Context: an optimization exercise on an open-source flow, tuned for small area. The choices shown serve that exercise and are no tape-out recipe.
The RTL of this run was laid out without a check of its function.
No activity file was given, so power comes from the tool's default toggle rates.

==> design.v <==
`default_nettype none
package dmem_pkg;
    localparam int DEPTH  = 32;     
    localparam int IDX_W  = 5;      
    localparam int STEP   = 4;      
    localparam int N_TAP  = 8;      
    localparam int RD_OFF = 0;      
    localparam int WR_OFF = 0;      
endpackage
`default_nettype wire
`default_nettype none
module dmem_rdmux (
    input  logic [dmem_pkg::N_TAP*64-1:0]      i_tap,
    input  logic [dmem_pkg::N_TAP-1:0]         i_sel,
    output logic [63:0]                        o_data
);
    always_comb begin
        o_data = '0;
        for (int k = 0; k < dmem_pkg::N_TAP; k++) begin
            o_data = o_data | (i_tap[64*k +: 64] & {64{i_sel[k]}});
        end
    end
endmodule
`default_nettype wire
`default_nettype none
module dmem_responder (
    input  logic        CLK,
    input  logic        reset,
    input  logic        req_valid,
    output logic        req_ready,
    input  logic        req_write,
    input  logic [63:0] req_addr,
    input  logic [63:0] req_wdata,
    output logic        rsp_valid,
    input  logic        rsp_ready,
    output logic [63:0] rsp_rdata,
    output logic        rsp_err
);
    localparam int D  = dmem_pkg::DEPTH;
    localparam int IW = dmem_pkg::IDX_W;
    localparam int NT = dmem_pkg::N_TAP;
    localparam logic [1:0] ST_IDLE = 2'd0;
    localparam logic [1:0] ST_W1   = 2'd1;
    localparam logic [1:0] ST_W2   = 2'd2;
    localparam logic [1:0] ST_RESP = 2'd3;
    logic [1:0]    r_state;
    logic [IW-1:0] r_phase;      
    logic [IW-1:0] r_idx;
    logic          r_err;
    logic          r_ok;         
    logic          r_got;        
    logic          r_pend;       
    logic [D-1:0]  r_valid;      
    logic [63:0]   r_data;
    logic [NT-1:0] r_wr_sel;     
    logic [NT-1:0] r_wr_hold;    
    logic          w_idle;
    logic          w_accept;
    logic          w_store;
    logic [IW-1:0] w_req_idx;
    logic          w_req_err;
    logic          w_req_ok;
    logic [IW-1:0] w_pos_req;    
    logic [IW-1:0] w_pos_cur;    
    logic          w_fwd;
    logic          w_cap_req;
    logic          w_cap_cur;
    logic [NT-1:0] w_rd_sel;
    logic          w_rd_any;
    logic          w_pend_nxt;
    logic [IW-1:0] w_pos_wr;     
    logic [NT-1:0] w_wr_sel_nxt;
    logic [NT*64-1:0] w_tap;
    logic [63:0]   w_rd_data;
    assign w_idle    = (r_state == ST_IDLE);
    assign w_accept  = w_idle & req_valid;
    assign w_req_idx = req_addr[IW+2:3];
    assign w_req_err = (|req_addr[2:0]) | (|req_addr[63:IW+3]);
    assign w_store   = w_accept & req_write & ~w_req_err;
    assign w_req_ok  = ~req_write & ~w_req_err & r_valid[w_req_idx];
    assign w_pos_req = w_req_idx + r_phase;
    assign w_pos_cur = r_idx + r_phase;
    assign w_fwd     = r_pend & (r_idx == w_req_idx);
    assign w_cap_req = w_accept & w_req_ok & ~w_fwd;
    assign w_cap_cur = ~w_idle & r_ok;
    always_comb begin
        for (int k = 0; k < NT; k++) begin
            w_rd_sel[k] =
                (w_cap_req & (w_pos_req == IW'(dmem_pkg::STEP * k + dmem_pkg::RD_OFF))) |
                (w_cap_cur & (w_pos_cur == IW'(dmem_pkg::STEP * k + dmem_pkg::RD_OFF)));
        end
    end
    assign w_rd_any = |w_rd_sel;
    assign w_pend_nxt = ~reset & (w_store | (r_pend & ~(|r_wr_sel)));
    assign w_pos_wr   = (w_accept ? w_req_idx : r_idx) + r_phase + IW'(2);
    always_comb begin
        for (int j = 0; j < NT; j++) begin
            w_wr_sel_nxt[j] = w_pend_nxt &
                              (w_pos_wr == IW'(dmem_pkg::STEP * j + dmem_pkg::WR_OFF));
        end
    end
    always_ff @(posedge CLK) begin
        r_wr_sel  <= w_wr_sel_nxt;
        r_wr_hold <= ~w_wr_sel_nxt;
    end
    logic [D*64-1:0] r_slot;
    always_ff @(posedge CLK) begin
        for (int s = 0; s < D; s++) begin
            if ((s % dmem_pkg::STEP) == dmem_pkg::WR_OFF) begin
                r_slot[64*s +: 64] <=
                    (r_data & {64{r_wr_sel[s / dmem_pkg::STEP]}}) |
                    (r_slot[64*((s + D - 1) % D) +: 64] & {64{r_wr_hold[s / dmem_pkg::STEP]}});
            end else begin
                r_slot[64*s +: 64] <= r_slot[64*((s + D - 1) % D) +: 64];
            end
        end
    end
    always_comb begin
        for (int k = 0; k < NT; k++) begin
            w_tap[64*k +: 64] = r_slot[64*(dmem_pkg::STEP*k + dmem_pkg::RD_OFF) +: 64];
        end
    end
    dmem_rdmux u_rdmux (
        .i_tap  (w_tap),
        .i_sel  (w_rd_sel),
        .o_data (w_rd_data)
    );
    always_ff @(posedge CLK) begin
        if (w_accept & req_write) begin
            r_data <= req_wdata;
        end else if (w_rd_any) begin
            r_data <= w_rd_data;
        end
    end
    always_ff @(posedge CLK) begin
        if (reset) begin
            r_state <= ST_IDLE;
            r_phase <= '0;
            r_pend  <= 1'b0;
            r_valid <= '0;
        end else begin
            r_phase <= r_phase + 1'b1;
            r_pend  <= w_pend_nxt;
            case (r_state)
                ST_IDLE: if (req_valid) r_state <= ST_W1;
                ST_W1:   r_state <= ST_W2;
                ST_W2:   r_state <= ST_RESP;
                default: if (rsp_ready) r_state <= ST_IDLE;
            endcase
            if (w_store) begin
                r_valid[w_req_idx] <= 1'b1;
            end
        end
    end
    always_ff @(posedge CLK) begin
        if (w_accept) begin
            r_idx <= w_req_idx;
            r_err <= w_req_err;
            r_ok  <= w_req_ok;
            r_got <= w_rd_any | (w_fwd & w_req_ok);
        end else if (w_rd_any) begin
            r_got <= 1'b1;
        end
    end
    assign req_ready = w_idle;
    assign rsp_valid = (r_state == ST_RESP);
    assign rsp_rdata = (r_data & {64{r_got}}) | w_rd_data;
    assign rsp_err   = r_err;
endmodule
`default_nettype wire
==> run.sh <==
#!/bin/bash
# synth_recipe.tcl (not shown) runs the flow's synth.tcl, then flattens the netlist and writes it again
# the make line also repeats each setting of config.mk as NAME=value (left out here)
make -C /OpenROAD-flow-scripts/flow DESIGN_CONFIG=/design/flow/config.mk WORK_HOME=/design/flow/orfs CLKGATE_MAP_FILE= SYNTH_SCRIPT=/design/flow/synth_recipe.tcl finish
==> config.mk <==
export PLATFORM = sky130hd
export DESIGN_NAME = dmem_responder
export DESIGN_NICKNAME = dmem_responder
export VERILOG_FILES = /design/flow/design.v
export SDC_FILE = /design/flow/constraint.sdc
export NUM_CORES = 4
export LEC_CHECK = 0
export CAP_MARGIN = 20
export CORE_MARGIN = 2
export CORE_UTILIZATION = 65
export CTS_BUF_LIST = sky130_fd_sc_hd__clkbuf_8
export CTS_CLUSTER_SIZE = 30
export SLEW_MARGIN = 20
export SYNTH_HIERARCHICAL = 1
==> constraint.sdc <==
create_clock -name core_clock -period 6.0 [get_ports {CLK}]
set_input_delay 1.2000 -clock core_clock [delete_from_list [all_inputs] [get_ports {CLK}]]
set_output_delay 1.2000 -clock core_clock [all_outputs]
set_load 0.01 [all_outputs]
==> results.ini <==
[synthesis]
synth.distinct_cells=54
async_flop_share_pct=0
syn_avg_cell_area_um2=14.53
ys_seq_elements=2176
synth-main-ff-cell=dfxtp_1
synth_cells=3851
netlist_area_mm2=0.05594
netlist.top_cell.by_area=dfxtp_1
synth_edf_count=67
seq_area_frac_synth_pct=79.07
yosys_warnings=8
synthDominantCellAreaShare_pct=75.47
ys_top_cells_by_area=dfxtp_1 (75%), a22o_1 (8.0%), edfxtp_1 (3.6%)
syn_nets=4009

[route]
ant_nets=0
drtIter0Drc=2698
wl_per_cell_um=24.86
wirelength_mm=140.3
drt-pass1-iter-count=5
vias_per_cell=5.760
drc_errors=0
vias=32520

[finish]
stdcell_area_mm2=0.06653
drive_above_1_share_pct=15.70
most-common-layout-cells=dfxtp_1 (2093), a22o_1 (513), clkbuf_8 (406)
nets=4425
final_common_cell=dfxtp_1
area_growth_pct=18.92
final_cell_count_no_fill=5645
n_fill_cell=5085

[critical_path]
rr_startpoint=r_phase[0]
crit_required_ns=4.80
arrival_ns=4.94
reg2reg_to=r_data[7]
r2r_cells=17
crit_path_max_fanout=13
start_kind=input pin
crit_type=in2out
endpoint_kind=primary output
r2r_setup_slack_ns=2.14

[global_routing]
first_global_vias=33880
grt_max_degree=56
grt_use_total_pct=31.49
grt_overflow=0
antenna_found_initial=3
grt_pass1_wl_mm=210.4

[timing]
rsz0062_at_grt=true
skew_ns=0.06261
fin_crit_sh_pct=102.3
fmax_mhz=162.9
finalCriticalPeriod_ns=6.140
slew_headroom_pct=21.84
setup_viol_count_final=2
worstMarginPinSlew_ns=1.172
finalHoldViolations=0
fin_hold_ws_ns=0.3014
worst_slack_ns=-0.1396
slew_violations=0

[status]
violations=setup timing
status=finished with violations

[min_path]
worstHoldStart=r_slot[693]
hold_class=reg2reg
hold_path_depth=0
hold_path_end=r_slot[757]

[clocking]
clock_tree.buffer_depth=4
cts-buffers-inserted=321
clock_latency_ns=0.94
cts_tree=done
cts_root_buf=clkbuf_8
cts_sinks=2176
clkTransAtPathRegs_ns=0.07
postCtsHoldBufs=0
htree_levels=5

[floorplan]
rows=107
start_util_pct=65.60
die_area_mm2=0.08842
die_y_um=297.4
io_pins=200
core_mm2=0.08528
chipWidth_um=297.4

[placement]
placed_area_mm2=0.05960
dp.final_hpwl_mm=75.28
dp.cells=5042
port_buffers=199
gp_congestion=0.8649

[pwr]
ir_drop_mv=0.2965
power.leakage_uw=0.02761
power.density_mw_per_mm2=425.5

[flow_run]
cap_violations=0

-- where the power goes --
group | total (uW) | switching [uW] | internal, uW
Clock | 11500 | 5230 | 6270
Combinational | 1680 | 1020 | 664
Sequential | 15100 | 382 | 14700
-- registers in the layout (all words and copies together) (netlist names), 2 cells and up --
register   count
r_phase        5
r_state        2
r_wr_hold      8
r_slot      2048
r_wr_sel       8
r_idx          5
r_valid       32
r_data        64
-- final cells by class --
class                   instances  area (um^2)  share of cell area (%)
diodes                          3        7.507                 0.01128
clock buffers                 406         5588                   8.400
clock inverters               148        747.0                   1.123
inverters                      19        71.32                  0.1072
multi-input cells            1379        10470                   15.73
flip-flops and latches       2176        44290                   66.58
well taps                    1144         1431                   2.152
repair buffers                370         3921                   5.894
-- modules after synthesis (local to each module, per instance) --
module / cells inside / times used / flops+latches / area [um^2]
dmem_rdmux: 376 / 1 / 0 / 2930
dmem_responder: 3475 / 1 / 2176 / 53010
-- how the worst max path moves through the flow --
stage,from,to,slack [ns],cells past startpoint
floorplan,req_addr[27],r_data[0],-0.17,7
global placement,req_addr[0],rsp_rdata[56],-0.38,15
detailed placement,req_addr[3],rsp_rdata[56],-0.39,16
CTS,req_addr[4],rsp_rdata[11],-0.16,14
global route,req_addr[27],rsp_rdata[11],-0.24,13
finish,req_addr[27],rsp_rdata[11],-0.14,13
-- repair_timing --
action	4_1_cts	5_1_grt
setup endpoints to repair	64	64
gates cloned	0	1
pin swaps	16	21
setup buffers	29	17
gates resized for setup	81	99
-- metal layers --
metal	part of all wire (%)	up-vias	global-route usage (%)
li1	-	14540	-
met1	45	16440	44.98
met4	2.5	2	11.51
met2	46	1285	48.50
met5	0.011	-	0
met3	6.3	244	5.624
-- worst max-delay path, cell delays in order --
cell	delay, ns
clkdlybuf4s50_1	0.45
nor4_4	0.29
nand4_1	0.19
nor4_4	0.39
inv_2	0.07
a2111o_1	0.33
buf_12	0.17
o41ai_4	0.50
buf_6	0.27
a22oi_1	0.11
nand4_1	0.17
a21o_1	0.16
clkdlybuf4s50_1	0.60
-- cell usage after synthesis, types with 4 or more instances --
cell type / count
nor3_1: 17
nor4_1: 18
mux4_2: 5
ha_1: 22
a41oi_1: 32
or3_1: 8
buf_6: 50
nand2_1: 204
a21oi_1: 4
nor2_1: 47
inv_1: 18
mux2i_1: 5
dfxtp_1: 2109
xor2_1: 13
a21o_1: 67
edfxtp_1: 67
o41ai_1: 8
buf_4: 6
a22o_1: 513
clkbuf_1: 110
o211ai_1: 6
nor2b_1: 8
mux2_2: 6
nand3_1: 8
xnor2_1: 10
nand4_1: 73
a22oi_1: 257
o21ai_0: 11
buf_1: 108
-- logic make-up after synthesis --
family,after synthesis,share of synthesized area (%)
AOI/OAI and AO/OA,916,13.49
and+or+nand+nor,398,3.324
xor gates and xnor gates,24,0.4004
adders and majority gates,25,0.5994
muxes,16,0.4115
DFF,2176,79.07
buffers and inverters,296,2.704
-- metrics by stage --
step | total power, uW | setup WS [ns] | util, % | setup TNS (ns)
after detailed placement | 17130 | -0.3912 | 69.89 | -17.01
after global routing | 29180 | -0.2367 | 78.00 | -0.6097
after CTS | 28390 | -0.1644 | 77.73 | -0.7062
final | 28310 | -0.1396 | 78.01 | -0.2761
after floorplan | 16150 | -0.1657 | - | -10.60
after global placement | 17090 | -0.3764 | 69.89 | -14.46

afterwards: timing with drivers on the ports:
No port has a modelled driver above. Below, the same layout with a new extraction and two added sets of constraints. Step 1, drivers: a clkbuf_16 drives CLK and a buf_2 each remaining input, both assumed. Step 2 also shifts input and output timing later by t, the mid clock arrival at the registers, as if the neighbouring blocks saw the same clock. a / b / c = ideal / step 1 / step 2; a / b = the first two.
shift t [ns]: 0.971
setup WS [ns]: -0.140 / -0.163 / -0.163
slew at the worst register clock pin (ns): 0.07 / 0.07
worst slew at a driven data input, ns: 0.08
cell pins on the clock port's net: 1
For this run, drivers alone change the setup slack by -0.023 ns; drivers and shift together by -0.023 ns.
